From an optimization exercise on the open Yosys and OpenROAD flow, aimed at small area, a short achievable clock period and few clock cycles per item; shortcuts taken in it are not production practice.
In this exercise RTL edits were held to simulation tests only and were not proved equivalent to the original.

==> flow/design.v <==
`default_nettype none
package chessPkg;
    localparam int boardSize   = 8;
    localparam int coordBits   = 3;
    localparam int locBits     = 6;      
    localparam int pieceCount  = 16;
    localparam int firstPiece  = 0;      
    localparam int scanCount   = 8;      
    localparam int rayBits     = 3;
    localparam int moveSetBits = 96;
    localparam int dirCount    = 8;      
    localparam int boardBits   = 2 * boardSize * boardSize;
    localparam int rookField  = 12;
    localparam int queenField = 24;
    localparam int maskField  = 8;
    localparam int occBit   = 1;
    localparam int whiteBit = 0;
    localparam logic [2:0] rook   = 3'd0;
    localparam logic [2:0] knight = 3'd1;
    localparam logic [2:0] bishop = 3'd2;
    localparam logic [2:0] queen  = 3'd3;
    localparam logic [2:0] king   = 3'd4;
    localparam logic idle = 1'b0;
    localparam logic scan = 1'b1;
    function automatic logic [2:0] pieceKindOf(input logic [2:0] idx);
        case (idx)
            3'd0:       pieceKindOf = king;
            3'd1:       pieceKindOf = queen;
            3'd2, 3'd3: pieceKindOf = bishop;
            3'd4, 3'd5: pieceKindOf = knight;
            default:    pieceKindOf = rook;
        endcase
    endfunction
    function automatic int fieldLsb(input int idx);
        case (idx)
            0:       fieldLsb = 0;
            1:       fieldLsb = maskField;
            2:       fieldLsb = maskField + queenField;
            3:       fieldLsb = maskField + queenField + rookField;
            4:       fieldLsb = maskField + queenField + 2 * rookField;
            5:       fieldLsb = 2 * maskField + queenField + 2 * rookField;
            6:       fieldLsb = 3 * maskField + queenField + 2 * rookField;
            default: fieldLsb = 3 * maskField + queenField + 3 * rookField;
        endcase
    endfunction
    function automatic int rayRankStep(input int d);
        case (d)
            0, 1:    rayRankStep = 0;
            2, 4, 5: rayRankStep = 1;
            default: rayRankStep = -1;
        endcase
    endfunction
    function automatic int rayFileStep(input int d);
        case (d)
            0, 4, 6: rayFileStep = -1;
            2, 3:    rayFileStep = 0;
            default: rayFileStep = 1;
        endcase
    endfunction
    function automatic int knightRankStep(input int t);
        case (t)
            0, 2:    knightRankStep = 2;
            1, 3:    knightRankStep = 1;
            4, 6:    knightRankStep = -2;
            default: knightRankStep = -1;
        endcase
    endfunction
    function automatic int knightFileStep(input int t);
        case (t)
            0, 4:    knightFileStep = -1;
            1, 5:    knightFileStep = -2;
            2, 6:    knightFileStep = 1;
            default: knightFileStep = 2;
        endcase
    endfunction
    function automatic int kingRankStep(input int t);
        case (t)
            0, 1, 2: kingRankStep = 1;
            3, 7:    kingRankStep = 0;
            default: kingRankStep = -1;
        endcase
    endfunction
    function automatic int kingFileStep(input int t);
        case (t)
            0, 6, 7: kingFileStep = -1;
            1, 5:    kingFileStep = 0;
            default: kingFileStep = 1;
        endcase
    endfunction
endpackage
`default_nettype wire
`default_nettype none
module boardBuilder (
    input  wire logic                                              clk,
    input  wire logic                                              rstN,
    input  wire logic                                              en,
    input  wire logic                                              load,
    input  wire logic [chessPkg::pieceCount*chessPkg::locBits-1:0] locationWhite,
    input  wire logic [chessPkg::pieceCount*chessPkg::locBits-1:0] locationBlack,
    input  wire logic [chessPkg::pieceCount-1:0]                   aliveWhite,
    input  wire logic [chessPkg::pieceCount-1:0]                   aliveBlack,
    output logic [chessPkg::boardBits-1:0]                         board
);
    logic [chessPkg::boardBits-1:0] nextBoard;
    always_comb begin
        nextBoard = '0;
        for (int i = 0; i < chessPkg::pieceCount; i++) begin
            if (aliveBlack[i]) begin
                nextBoard[locationBlack[i*chessPkg::locBits +: chessPkg::locBits]*2 +: 2] = 2'b10;
            end
        end
        for (int i = 0; i < chessPkg::pieceCount; i++) begin
            if (aliveWhite[i]) begin
                nextBoard[locationWhite[i*chessPkg::locBits +: chessPkg::locBits]*2 +: 2] = 2'b11;
            end
        end
    end
    always_ff @(posedge clk or negedge rstN) begin
        if (!rstN) begin
            board <= '0;
        end else if (en && load) begin
            board <= nextBoard;      
        end
    end
endmodule
`default_nettype wire
`default_nettype none
module slideCounter (
    input  wire logic [chessPkg::boardBits-1:0]           board,
    input  wire logic [chessPkg::coordBits-1:0]           rank,
    input  wire logic [chessPkg::coordBits-1:0]           file,
    input  wire logic                                     ownWhite,
    output logic [chessPkg::dirCount*chessPkg::rayBits-1:0] rays    
);
    always_comb begin
        int                 r;
        int                 f;
        logic               blocked;
        logic [chessPkg::rayBits-1:0] count;
        logic [1:0]         sq;
        rays = '0;
        for (int d = 0; d < chessPkg::dirCount; d++) begin
            blocked = 1'b0;
            count   = '0;
            for (int step = 1; step < chessPkg::boardSize; step++) begin
                r = int'(rank) + step * chessPkg::rayRankStep(d);
                f = int'(file) + step * chessPkg::rayFileStep(d);
                sq = board[{r[chessPkg::coordBits-1:0], f[chessPkg::coordBits-1:0]}*2 +: 2];
                if (!blocked) begin
                    if (r < 0 || r >= chessPkg::boardSize || f < 0 || f >= chessPkg::boardSize) begin
                        blocked = 1'b1;      
                    end else if (sq[chessPkg::occBit]) begin
                        if (sq[chessPkg::whiteBit] != ownWhite) begin
                            count = count + 1'b1;
                        end
                        blocked = 1'b1;
                    end else begin
                        count = count + 1'b1;
                    end
                end
            end
            rays[(chessPkg::dirCount-1-d)*chessPkg::rayBits +: chessPkg::rayBits] = count;    
        end
    end
endmodule
`default_nettype wire
`default_nettype none
module stepMasker (
    input  wire logic [chessPkg::boardBits-1:0] board,
    input  wire logic [chessPkg::coordBits-1:0] rank,
    input  wire logic [chessPkg::coordBits-1:0] file,
    input  wire logic [2:0]                     kind,
    input  wire logic                           ownWhite,
    output logic [chessPkg::maskField-1:0]      stepMask
);
    always_comb begin
        int         r;
        int         f;
        int         dRank;
        int         dFile;
        logic       stepper;
        logic [1:0] sq;
        stepMask = '0;
        stepper = (kind == chessPkg::knight) || (kind == chessPkg::king);
        for (int t = 0; t < chessPkg::dirCount; t++) begin
            if (kind == chessPkg::knight) begin
                dRank = chessPkg::knightRankStep(t);
                dFile = chessPkg::knightFileStep(t);
            end else begin
                dRank = chessPkg::kingRankStep(t);
                dFile = chessPkg::kingFileStep(t);
            end
            r = int'(rank) + dRank;
            f = int'(file) + dFile;
            sq = board[{r[chessPkg::coordBits-1:0], f[chessPkg::coordBits-1:0]}*2 +: 2];
            if (stepper && r >= 0 && r < chessPkg::boardSize && f >= 0 && f < chessPkg::boardSize) begin
                if (!sq[chessPkg::occBit] || sq[chessPkg::whiteBit] != ownWhite) begin
                    stepMask[chessPkg::dirCount-1-t] = 1'b1;
                end
            end
        end
    end
endmodule
`default_nettype wire
`default_nettype none
module moveSequencer (
    input  wire logic                                              clk,
    input  wire logic                                              rstN,
    input  wire logic                                              en,
    input  wire logic                                              start,
    input  wire logic                                              player,
    input  wire logic [chessPkg::pieceCount*chessPkg::locBits-1:0] locationWhite,
    input  wire logic [chessPkg::pieceCount*chessPkg::locBits-1:0] locationBlack,
    input  wire logic [chessPkg::pieceCount-1:0]                   aliveWhite,
    input  wire logic [chessPkg::pieceCount-1:0]                   aliveBlack,
    output logic                                                   load,
    output logic [chessPkg::coordBits-1:0]                         queryRank,
    output logic [chessPkg::coordBits-1:0]                         queryFile,
    output logic [2:0]                                             queryKind,
    output logic                                                   queryOwnWhite,
    input  wire logic [chessPkg::dirCount*chessPkg::rayBits-1:0]   queryRays,
    input  wire logic [chessPkg::maskField-1:0]                    queryStepMask,
    output logic [chessPkg::moveSetBits-1:0]                       moveSet,
    output logic                                                   done
);
    logic                           state;
    logic [$clog2(chessPkg::scanCount)-1:0]   scanIdx;
    logic                           ownWhite;
    logic [chessPkg::pieceCount*chessPkg::locBits-1:0]  ownLoc;
    logic [chessPkg::pieceCount-1:0]          ownAlive;
    logic [2:0]                     curKind;
    logic [chessPkg::queenField-1:0]          fieldVal;
    logic [chessPkg::moveSetBits-1:0]         placed;
    assign load = start && (state == chessPkg::idle);      
    always_ff @(posedge clk) begin
        if (en && load) begin
            ownWhite <= player;
            ownLoc   <= player ? locationWhite : locationBlack;
            ownAlive <= player ? aliveWhite : aliveBlack;
        end
    end
    assign curKind       = chessPkg::pieceKindOf(scanIdx);
    assign queryKind     = curKind;
    assign queryOwnWhite = ownWhite;
    assign queryRank     = ownLoc[(chessPkg::firstPiece + int'(scanIdx)) * chessPkg::locBits + chessPkg::coordBits +: chessPkg::coordBits];
    assign queryFile     = ownLoc[(chessPkg::firstPiece + int'(scanIdx)) * chessPkg::locBits +: chessPkg::coordBits];
    always_comb begin
        fieldVal = '0;
        if (ownAlive[chessPkg::firstPiece + int'(scanIdx)]) begin
            case (curKind)
                chessPkg::rook:    fieldVal = chessPkg::queenField'(queryRays[chessPkg::queenField-1 -: chessPkg::rookField]);   
                chessPkg::bishop:  fieldVal = chessPkg::queenField'(queryRays[chessPkg::rookField-1:0]);               
                chessPkg::queen:   fieldVal = queryRays;
                default: fieldVal = chessPkg::queenField'(queryStepMask);
            endcase
        end
    end
    assign placed = chessPkg::moveSetBits'(fieldVal) << chessPkg::fieldLsb(int'(scanIdx));
    always_ff @(posedge clk or negedge rstN) begin
        if (!rstN) begin
            state   <= chessPkg::idle;
            scanIdx <= '0;
            moveSet <= '0;
            done    <= 1'b0;
        end else if (en) begin
            done <= 1'b0;    
            case (state)
                chessPkg::idle: begin
                    if (start) begin
                        state   <= chessPkg::scan;
                        scanIdx <= '1;       
                        moveSet <= '0;
                    end
                end
                default: begin
                    moveSet <= moveSet | placed;
                    if (scanIdx == '0) begin
                        state <= chessPkg::idle;
                        done  <= 1'b1;
                    end else begin
                        scanIdx <= scanIdx - 1'b1;
                    end
                end
            endcase
        end
    end
endmodule
`default_nettype wire
`default_nettype none
module moveGenTop (
    input  wire logic                                              clk,
    input  wire logic                                              rstN,
    input  wire logic                                              en,
    input  wire logic                                              start,
    input  wire logic                                              player,   
    input  wire logic [chessPkg::pieceCount*chessPkg::locBits-1:0] locationWhite,
    input  wire logic [chessPkg::pieceCount*chessPkg::locBits-1:0] locationBlack,
    input  wire logic [chessPkg::pieceCount-1:0]                   aliveWhite,
    input  wire logic [chessPkg::pieceCount-1:0]                   aliveBlack,
    output logic [chessPkg::moveSetBits-1:0]                       moveSet,
    output logic                                                   done
);
    logic [chessPkg::boardBits-1:0]          board;
    logic                          load;
    logic [chessPkg::coordBits-1:0]          queryRank;
    logic [chessPkg::coordBits-1:0]          queryFile;
    logic [2:0]                    queryKind;
    logic                          queryOwnWhite;
    logic [chessPkg::dirCount*chessPkg::rayBits-1:0]   queryRays;
    logic [chessPkg::maskField-1:0]          queryStepMask;
    boardBuilder uBoard (
        .clk           (clk),
        .rstN          (rstN),
        .en            (en),
        .load          (load),
        .locationWhite (locationWhite),
        .locationBlack (locationBlack),
        .aliveWhite    (aliveWhite),
        .aliveBlack    (aliveBlack),
        .board         (board)
    );
    slideCounter uSlide (
        .board    (board),
        .rank     (queryRank),
        .file     (queryFile),
        .ownWhite (queryOwnWhite),
        .rays     (queryRays)
    );
    stepMasker uStep (
        .board    (board),
        .rank     (queryRank),
        .file     (queryFile),
        .kind     (queryKind),
        .ownWhite (queryOwnWhite),
        .stepMask (queryStepMask)
    );
    moveSequencer uSeq (
        .clk           (clk),
        .rstN          (rstN),
        .en            (en),
        .start         (start),
        .player        (player),
        .locationWhite (locationWhite),
        .locationBlack (locationBlack),
        .aliveWhite    (aliveWhite),
        .aliveBlack    (aliveBlack),
        .load          (load),
        .queryRank     (queryRank),
        .queryFile     (queryFile),
        .queryKind     (queryKind),
        .queryOwnWhite (queryOwnWhite),
        .queryRays     (queryRays),
        .queryStepMask (queryStepMask),
        .moveSet       (moveSet),
        .done          (done)
    );
endmodule
`default_nettype wire
==> flow/run.sh <==
#!/bin/bash
# synth_recipe.tcl (not shown) runs the flow's synth.tcl, then flattens the netlist and writes it again
# the make line also repeats each setting of config.mk as NAME=value (left out here)
make -C /OpenROAD-flow-scripts/flow DESIGN_CONFIG=/design/flow/config.mk WORK_HOME=/design/flow/orfs CLKGATE_MAP_FILE= SYNTH_SCRIPT=/design/flow/synth_recipe.tcl finish
==> flow/config.mk <==
export PLATFORM = sky130hd
export DESIGN_NAME = moveGenTop
export DESIGN_NICKNAME = moveGenTop
export VERILOG_FILES = /design/flow/design.v
export SDC_FILE = /design/flow/constraint.sdc
export NUM_CORES = 4
export LEC_CHECK = 0
export CAP_MARGIN = 20
export CORE_MARGIN = 2
export CORE_UTILIZATION = 25
export PLACE_DENSITY = 0.5
export SLEW_MARGIN = 20
==> flow/constraint.sdc <==
create_clock -name core_clock -period 12.0 [get_ports {clk}]
set_input_delay 2.4000 -clock core_clock [delete_from_list [all_inputs] [get_ports {clk}]]
set_output_delay 2.4000 -clock core_clock [all_outputs]
set_load 0.01 [all_outputs]
==> flow_metrics.env <==
export IMPL_start_util_pct=25.1
export IMPL_place_hpwl_um=395000
export IMPL_start_kind="flip-flop"
export IMPL_drc=0
export IMPL_required_ps=12530
export IMPL_synth_edf_count=77
export IMPL_num_io_pins=326
export IMPL_worst_r2r_path_depth=38
export IMPL_synth_warning_count=4
export IMPL_synthCells=7292
export IMPL_min_path_type="reg -> reg"
export IMPL_dieArea_um2=225000
export IMPL_drive_above_1_share_pct=13.2
export IMPL_ff2ff_setup_slack_ps=510
export IMPL_synthToLayoutAreaGrowth_pct=18.0
export IMPL_clock_root_buffer="clkbuf_16"
export IMPL_drt_wl_total_um=480000
export IMPL_n_fill_cell=23900
export IMPL_grt_start_max_net_pins=111
export IMPL_gp_congestion=1.05
export IMPL_track_usage_pct=41.1
export IMPL_final_util_pct=29.6
export IMPL_worst_pin_slew_ps=1350
export IMPL_yosysTopAreaCellShare_pct=10.4
export IMPL_slowest_delay_ps=620
export IMPL_skew_ps=46.9
export IMPL_h_tree_depth=2
export IMPL_cap_violations=0
export IMPL_grt_first_pass_wirelength_um=631000
export IMPL_hold_path_cell_count=2
export IMPL_fin_nets=8008
export IMPL_vias_per_cell=6.81
export IMPL_outcome="complete, no violations"
export IMPL_num_rows=172
export IMPL_via_count=72000
export IMPL_fin_crit_ps=11490
export IMPL_ys_seq_elements=306
export IMPL_cts_tree="done"
export IMPL_clock_sinks=306
export IMPL_crit_fanout=24
export IMPL_cts_buffers=39
export IMPL_holdPathEnd="uSeq.moveSet[74]"
export IMPL_ys_flop_type="dfrtp_1"
export IMPL_grt_ovfl_total=0
export IMPL_clk_pin_slew_ps=70
export IMPL_cts_path_max_buffers=3
export IMPL_ys_async_sr_fraction_pct=74.8
export IMPL_report_final_slew_viol_count=0
export IMPL_arrival_ps=12020
export IMPL_max_freq_mhz=87.0
export IMPL_post_route_period_util_pct=95.8
export IMPL_fin_area_um2=65100
export IMPL_finalSetupViolations=0
export IMPL_die_y_um=474
export IMPL_ys_seq_area_share_pct=14.6
export IMPL_hold_viol_final=0
export IMPL_r2r_start="uSeq.scanIdx[1]"
export IMPL_yosysMostFrequentCell="nand2_1"
export IMPL_synth_largest_area_cell="dfrtp_1"
export IMPL_synthTopCellsByArea="dfrtp_1 10%, mux4_2 10%, nand2_1 6.1%"
export IMPL_port_buffers=325
export IMPL_synth_nets=7726
export IMPL_grt_antenna_before_repair=33
export IMPL_crit_path_frequent_cell="ha_1"
export IMPL_end_kind="flip-flop"
export IMPL_synth_cell_types=121
export IMPL_grt_pass1_vias=66100
export IMPL_drt_initial_drc_count=11000
export IMPL_yosys_top_cells_count="903 x nand2_1, 813 x nor2_1, 419 x o22ai_1, 334 x clkbuf_1, 319 x nand3_1"
export IMPL_clk_latency_ps=650
export IMPL_first_pass_iters=9
export IMPL_cp_slowest_cell="a2111oi_2"
export IMPL_fp_dieW_um=474
export IMPL_path_class="reg -> reg"
export IMPL_relSlewSlack_pct=9.58
export IMPL_synth_area_um2=55200
export IMPL_ant_nets=0
export IMPL_whs_ps=489
export IMPL_placed_cell_area_um2=63500
export IMPL_hp_start="uSeq.moveSet[74]"
export IMPL_avgSynthCellArea_um2=7.57
export IMPL_core_area_um2=220000
export IMPL_r2r_end="uSeq.moveSet[74]"
export IMPL_wl_per_cell_um=45.4
[how the worst max path moves through the flow]
stage,from,endpoint,depth (start not counted)
CTS,uSeq.scanIdx[1],uSeq.moveSet[74],37
floorplan,uSeq.scanIdx[0],uSeq.moveSet[74],46
global placement,uSeq.scanIdx[1],uSeq.moveSet[74],37
finish,uSeq.scanIdx[1],uSeq.moveSet[74],38
detailed placement,uSeq.scanIdx[1],uSeq.moveSet[74],37
global route,uSeq.scanIdx[1],uSeq.moveSet[53],43
[worst max-delay path, delay by kind of cell (launching register included)]
kind | cells | cell delay [ps]
compound gates | 8 | 2820
fa+ha+maj | 8 | 2650
mux | 6 | 2330
buf+inv | 7 | 1590
simple gates | 8 | 1170
flops | 1 | 430
xor+xnor | 1 | 420
[kinds of logic after synthesis]
| group | synth area share, % |
|---|---|
| xor+xnor | 2.20 |
| flops | 14.6 |
| fa+ha+maj | 4.74 |
| simple gates | 28.0 |
| compound gates | 27.1 |
| mux | 18.2 |
| buf+inv | 5.18 |
[state kept, by name, summed over array words and instances, names as in the netlist]
register       cells
uSeq.scanIdx       3
uSeq.ownWhite      1
uSeq.ownAlive      8
uSeq.state         1
uSeq.ownLoc       68
uBoard.board     128
uSeq.done          1
uSeq.moveSet      96
[what timing repair did]
action                     in CTS  in global routing
hold buffers                    0                  0
resized for setup               0                 14
setup buffers                   0                  3
setup endpoints to repair       0                 49
[metal layers]
| layer | track usage (%) | vias up | wire, um |
|---|---|---|---|
| met5 | 0 | - | 230 |
| met4 | 21.9 | 34 | 32100 |
| met3 | 10.9 | 1061 | 48900 |
| met2 | 60.8 | 5082 | 201000 |
| met1 | 54.3 | 36800 | 198000 |
| li1 | - | 29000 | - |
[metrics by stage]
stage | worst slack [ps] | TNS [ps] | std cells
2_1_floorplan | 414 | 0 | 7292
3_3_place_gp | 187 | 0 | 10500
3_5_place_dp | 96.3 | 0 | 10500
4_1_cts | 113 | 0 | 10600
5_1_grt | -8.58 | -8.58 | 10600
6_report | 508 | 0 | 10600
[layout make-up]
| class | instances | area (um2) | share of cell area (%) |
|---|---|---|---|
| tap | 2958 | 3700 | 5.68 |
| multi-input combinational | 6311 | 44900 | 68.9 |
| clock inverter | 24 | 404 | 0.620 |
| clock buffer | 48 | 1080 | 1.66 |
| inverter | 215 | 821 | 1.26 |
| sequential | 306 | 8040 | 12.3 |
| timing repair buffer | 701 | 6160 | 9.45 |
| antenna | 9 | 22.5 | 0.0346 |
[cells in the final DEF, fill, tap and decap left out, drive strengths merged, types with 107 or more instances in the layout]
cell	count
a221oi	116
a22oi	186
mux4	258
and3	115
nor2	814
buf	377
inv	216
mux2i	319
clkdlybuf4s50	323
ha	198
o21ai	298
nor3	249
nand2	904
dfrtp	229
nor4	107
a21oi	256
nand3	319
and2	135
o22ai	419
Testbench counts, summed over its fixed seeds: cycles 21,600, items 2,400.

[port drivers added, routing unchanged]
How much do the figures lean on ideal ports? The routed layout below was timed once more, with nothing changed but the port constraints. Step 1 sets driving cells, clkbuf_16 on the clock port and buf_2 on the other inputs (assumed; they add their load-dependent delay and slew). Step 2 adds t to the input delays and takes it off the output delays; t is the mean of the earliest and latest rising clock arrival at the registers after step 1. Input paths then give back, and output paths get back, about the clock's delay inside the block. Slacks: ideal ports / drivers / drivers and shift; pairs: ideal ports / drivers.
shift t [ns]: 0.734
slack for setup (ns): 0.508 / 0.508 / 0.508
worst hold slack (ns): 0.489 / 0.489 / 0.489
worst register clock-pin slew, ns: 0.09 / 0.09
cell pins on the clock port's net: 1
After both steps setup and hold are still met in this run. The setup slack of this run moves by 0.000 ns with the drivers and by 0.000 ns with both steps.
